Context: an optimization exercise on an open-source flow, tuned for small area, a short achievable clock period and few clock cycles per item. The choices shown serve that exercise and are no tape-out recipe. At most, simulation tests tie the RTL to the original design; equivalence was not proved.

## main
==> module fp_sincos, before the edit <==
module fp_sincos (
	input  logic                 clk,
	input  logic                 rst,
	input  logic                 ld_i,
	input  fp_sincos_pkg::fp32_t a_i,
	output fp_sincos_pkg::fp32_t sin_o,
	output fp_sincos_pkg::fp32_t cos_o,
	output logic                 done_o,
	output logic                 busy_o
);
	logic s_prep, s_run, s_pk0, s_pk1, s_pk2, s_pk3;
	logic busy_r, done_r;
	logic [4:0] cnt;
	logic signed [31:0] x_r, y_r, z_r;
	logic sgn_r, half_r, inv_r;
	logic [7:0]  a_exp;
	logic [22:0] a_frac;
	logic        a_e128, a_e127, a_inr, a_bad, a_gt;
	logic [31:0] x_cap;
	logic [4:0]  cnt_cap;
	always_comb begin
		a_exp  = a_i[30:23];
		a_frac = a_i[22:0];
		a_e128 = (a_exp == 8'd128);
		a_e127 = (a_exp == 8'd127);
		a_inr  = (a_exp[7:5] == 3'b011);
		a_bad  = a_exp[7] & (|a_exp[6:0]);
		a_gt   = (a_frac > 23'h490FDA);
		if (a_e128)
			x_cap = {1'b1, a_frac, 8'd0};
		else if (a_inr)
			x_cap = {2'b01, a_frac, 7'd0};
		else
			x_cap = '0;
		cnt_cap = a_exp[7] ? 5'd0 : ~a_exp[4:0];
	end
	logic signed [31:0] x_sh, y_sh;
	logic        rot_pos;
	logic [31:0] x_add, y_add, z_add;
	logic [31:0] ya_op;
	logic        y_sub;
	assign x_sh = x_r >>> cnt;
	assign y_sh = y_r >>> cnt;
	assign rot_pos = ~z_r[31];
	logic [31:0] xa_op;
	logic        x_sub;
	always_comb begin
		xa_op = s_pk0 ? 32'd0 : x_r;
		x_sub = s_pk0 ? y_r[31] : rot_pos;
		if (s_prep) begin
			ya_op = half_r ? (fp_sincos_pkg::PI_FIX - fp_sincos_pkg::ATAN0)
			               : (32'd0 - fp_sincos_pkg::ATAN0);
			y_sub = half_r;
		end else if (s_pk0) begin
			ya_op = 32'd0;
			y_sub = x_r[31];
		end else if (s_pk1) begin
			ya_op = y_r;
			y_sub = 1'b0;
		end else begin
			ya_op = y_r;
			y_sub = ~rot_pos;
		end
	end
	logic [31:0] atan_v;
	always_comb begin
		case (cnt)
			5'd0: atan_v = 32'd843314857;
			5'd1: atan_v = 32'd497837829;
			5'd2: atan_v = 32'd263043837;
			5'd3: atan_v = 32'd133525159;
			5'd4: atan_v = 32'd67021687;
			5'd5: atan_v = 32'd33543516;
			5'd6: atan_v = 32'd16775851;
			5'd7: atan_v = 32'd8388437;
			5'd8: atan_v = 32'd4194283;
			5'd9: atan_v = 32'd2097149;
			5'd10: atan_v = 32'd1048576;
			5'd11: atan_v = 32'd524288;
			5'd12: atan_v = 32'd262144;
			5'd13: atan_v = 32'd131072;
			5'd14: atan_v = 32'd65536;
			5'd15: atan_v = 32'd32768;
			5'd16: atan_v = 32'd16384;
			5'd17: atan_v = 32'd8192;
			5'd18: atan_v = 32'd4096;
			5'd19: atan_v = 32'd2048;
			5'd20: atan_v = 32'd1024;
			5'd21: atan_v = 32'd512;
			5'd22: atan_v = 32'd256;
			5'd23: atan_v = 32'd128;
			5'd24: atan_v = 32'd64;
			5'd25: atan_v = 32'd32;
			5'd26: atan_v = 32'd16;
			5'd27: atan_v = 32'd8;
			5'd28: atan_v = 32'd4;
			5'd29: atan_v = 32'd2;
			default: atan_v = 32'd0;
		endcase
	end
	logic [32:0] x_sum, y_sum, z_sum;
	assign x_sum = {xa_op, x_sub} + {y_sh ^ {32{x_sub}}, x_sub};
	assign y_sum = {ya_op, y_sub} + {x_sh ^ {32{y_sub}}, y_sub};
	assign z_sum = {z_r, rot_pos} + {atan_v ^ {32{rot_pos}}, rot_pos};
	assign x_add = x_sum[32:1];
	assign y_add = y_sum[32:1];
	assign z_add = z_sum[32:1];
	logic [31:0] nm_mag;
	logic [5:0]  nm_lz;
	logic [31:0] nm_sig;
	logic [31:0] nm_out;
	always_comb begin
		nm_mag = s_pk1 ? x_r : y_r;
		nm_lz  = 6'd32;
		for (int i = 0; i < 32; i++)
			if (nm_mag[i])
				nm_lz = 6'(31 - i);
		nm_sig = nm_mag << nm_lz[4:0];
		nm_out = {6'd32 - nm_lz, nm_sig[30:8], nm_sig[7], |nm_sig[6:0], 1'b0};
	end
	logic [31:0] rd_in;
	logic        rd_sign;
	logic [5:0]  rd_p;
	logic [7:0]  rd_exp;
	logic        rd_up;
	logic [30:0] rd_sum;
	logic [31:0] rd_out;
	always_comb begin
		rd_in   = s_pk2 ? z_r : x_r;
		rd_sign = s_pk2 ? sgn_r : half_r;
		rd_p    = rd_in[31:26];
		rd_exp  = rd_p[5] ? 8'd128 : {3'b011, rd_p[4:0]};
		rd_up   = rd_in[2] & (rd_in[1] | rd_in[3]);
		rd_sum  = {rd_exp, rd_in[25:3]} + 31'(rd_up);
		if (inv_r)
			rd_out = fp_sincos_pkg::QNAN;
		else if (rd_p == 6'd0)
			rd_out = {rd_sign, 31'd0};
		else
			rd_out = {rd_sign, rd_sum};
	end
	logic go;
	assign go = ld_i & ~busy_r;
	always_ff @(posedge clk) begin
		if (rst) begin
			s_prep <= 1'b0;
			s_run  <= 1'b0;
			s_pk0  <= 1'b0;
			s_pk3  <= 1'b0;
			s_pk1  <= 1'b0;
			s_pk2  <= 1'b0;
			busy_r <= 1'b0;
			done_r <= 1'b0;
		end else begin
			s_prep <= go;
			s_run  <= s_prep | (s_run & (cnt != 5'd29));
			s_pk0  <= s_run & (cnt == 5'd29);
			s_pk1  <= s_pk0;
			s_pk2  <= s_pk1;
			s_pk3  <= s_pk2;
			done_r <= s_pk3;
			busy_r <= go | (busy_r & ~s_pk3);
		end
	end
	always_ff @(posedge clk) begin
		if (!busy_r) begin
			sgn_r  <= a_i[31];
			inv_r  <= a_bad | (a_e128 & a_gt);
			half_r <= a_e128 | (a_e127 & a_gt);
		end else if (s_pk0) begin
			sgn_r  <= sgn_r ^ y_r[31];
			half_r <= half_r ^ x_r[31];
		end
	end
	always_ff @(posedge clk) begin
		if (!busy_r)
			cnt <= cnt_cap;
		else if (s_prep)
			cnt <= 5'd1;
		else if (s_run)
			cnt <= (cnt == 5'd29) ? 5'd0 : cnt + 5'd1;
		else
			cnt <= 5'd31;
	end
	always_ff @(posedge clk) begin
		if (!busy_r)
			x_r <= x_cap;
		else if (s_prep)
			x_r <= fp_sincos_pkg::CORDIC_X0;
		else if (s_pk2)
			x_r <= nm_out;
		else if (s_pk3)
			x_r <= rd_out;
		else
			x_r <= x_add;
	end
	always_ff @(posedge clk) begin
		if (s_prep)
			y_r <= fp_sincos_pkg::CORDIC_X0;
		else
			y_r <= y_add;
	end
	always_ff @(posedge clk) begin
		if (s_prep)
			z_r <= y_add;
		else if (s_pk1)
			z_r <= nm_out;
		else if (s_pk2)
			z_r <= rd_out;
		else
			z_r <= z_add;
	end
	assign cos_o  = x_r;
	assign sin_o  = z_r;
	assign done_o = done_r;
	assign busy_o = busy_r;
endmodule
export LEC_CHECK = 0
export CAP_MARGIN = 20
export CORE_MARGIN = 2
export CORE_UTILIZATION = 40
export SETUP_SLACK_MARGIN = 4
export SLEW_MARGIN = 20
create_clock -name core_clock -period 8.5 [get_ports {clk}]
run.sh (not shown) runs the stock make flow with config.mk's settings and CLKGATE_MAP_FILE= SYNTH_SCRIPT=/design/flow/synth_recipe.tcl, a recipe that flattens the netlist after the stock synthesis.
The following lists how the feature branch was set up differently from main:
--- a/flow/design.v
+++ b/flow/design.v
@@ -47,12 +47,10 @@
 	logic signed [31:0] x_sh, y_sh;
 	logic        rot_pos;
 	logic [31:0] x_add, y_add, z_add;
 	logic [31:0] ya_op;
 	logic        y_sub;
-	assign x_sh = x_r >>> cnt;
-	assign y_sh = y_r >>> cnt;
 	assign rot_pos = ~z_r[31];
 	logic [31:0] xa_op;
 	logic        x_sub;
 	always_comb begin
 		xa_op = s_pk0 ? 32'd0 : x_r;
@@ -107,12 +105,17 @@
 			5'd29: atan_v = 32'd2;
 			default: atan_v = 32'd0;
 		endcase
 	end
 	logic [32:0] x_sum, y_sum, z_sum;
-	assign x_sum = {xa_op, x_sub} + {y_sh ^ {32{x_sub}}, x_sub};
-	assign y_sum = {ya_op, y_sub} + {x_sh ^ {32{y_sub}}, y_sub};
+	logic signed [31:0] x_m, y_m;
+	assign y_m  = y_r ^ {32{x_sub}};
+	assign x_m  = x_r ^ {32{y_sub}};
+	assign y_sh = y_m >>> cnt;
+	assign x_sh = x_m >>> cnt;
+	assign x_sum = {xa_op, x_sub} + {y_sh, x_sub};
+	assign y_sum = {ya_op, y_sub} + {x_sh, y_sub};
 	assign z_sum = {z_r, rot_pos} + {atan_v ^ {32{rot_pos}}, rot_pos};
 	assign x_add = x_sum[32:1];
 	assign y_add = y_sum[32:1];
 	assign z_add = z_sum[32:1];
 	logic [31:0] nm_mag;
Findings:
- Relative to main, the feature branch improves cell area after synthesis.
- Changes observed in the feature branch relative to main: met2 track demand over resource moved up; maximum frequency from static timing analysis moved up.
- Diff main -> the feature branch: setup slack at placement decreased 0.60 ns; data required time at the worst endpoint went down; final critical-path setup slack up 0.16 ns.
- The feature branch: placement row count 2 below main
- [compare] base=main new=the feature branch: number of setup violations in the final report neither gained nor lost much, utilization of the core after routing went up by 0.92 points.
- Going from main to the feature branch, global-route usage went up 0.97 points, met1 layer usage reported by global route went up 2.4 points, fraction of standard cell area that is sequential went up 0.40 points.
Testbench counts of the feature branch, summed over its fixed seeds: cycles 17,920, items 512.
For main, only the layout was checked, not whether the RTL still works.

==> re-timing with driven ports <==
The results above use ideal ports. As a check the final layouts listed here were re-extracted and re-timed, cells and wires unchanged. Step 1 assumes that a clkbuf_16 drives the clock port and a buf_2 every other input. Step 2 adds t to the input delays and takes it off the output delays; t is the mean of the earliest and latest rising clock arrival at the registers after step 1. Input paths then give back, and output paths get back, about the clock's delay inside the block. Slacks: ideal / step 1 / step 2; pairs: ideal / step 1.
run	t (ns)	setup WS [ns]	worst setup path after step 2
main	0.544	3.669 / 3.669 / 3.669	register to register
the feature branch	0.527	3.828 / 3.828 / 3.828	register to register
After both steps every run listed still meets setup and hold.
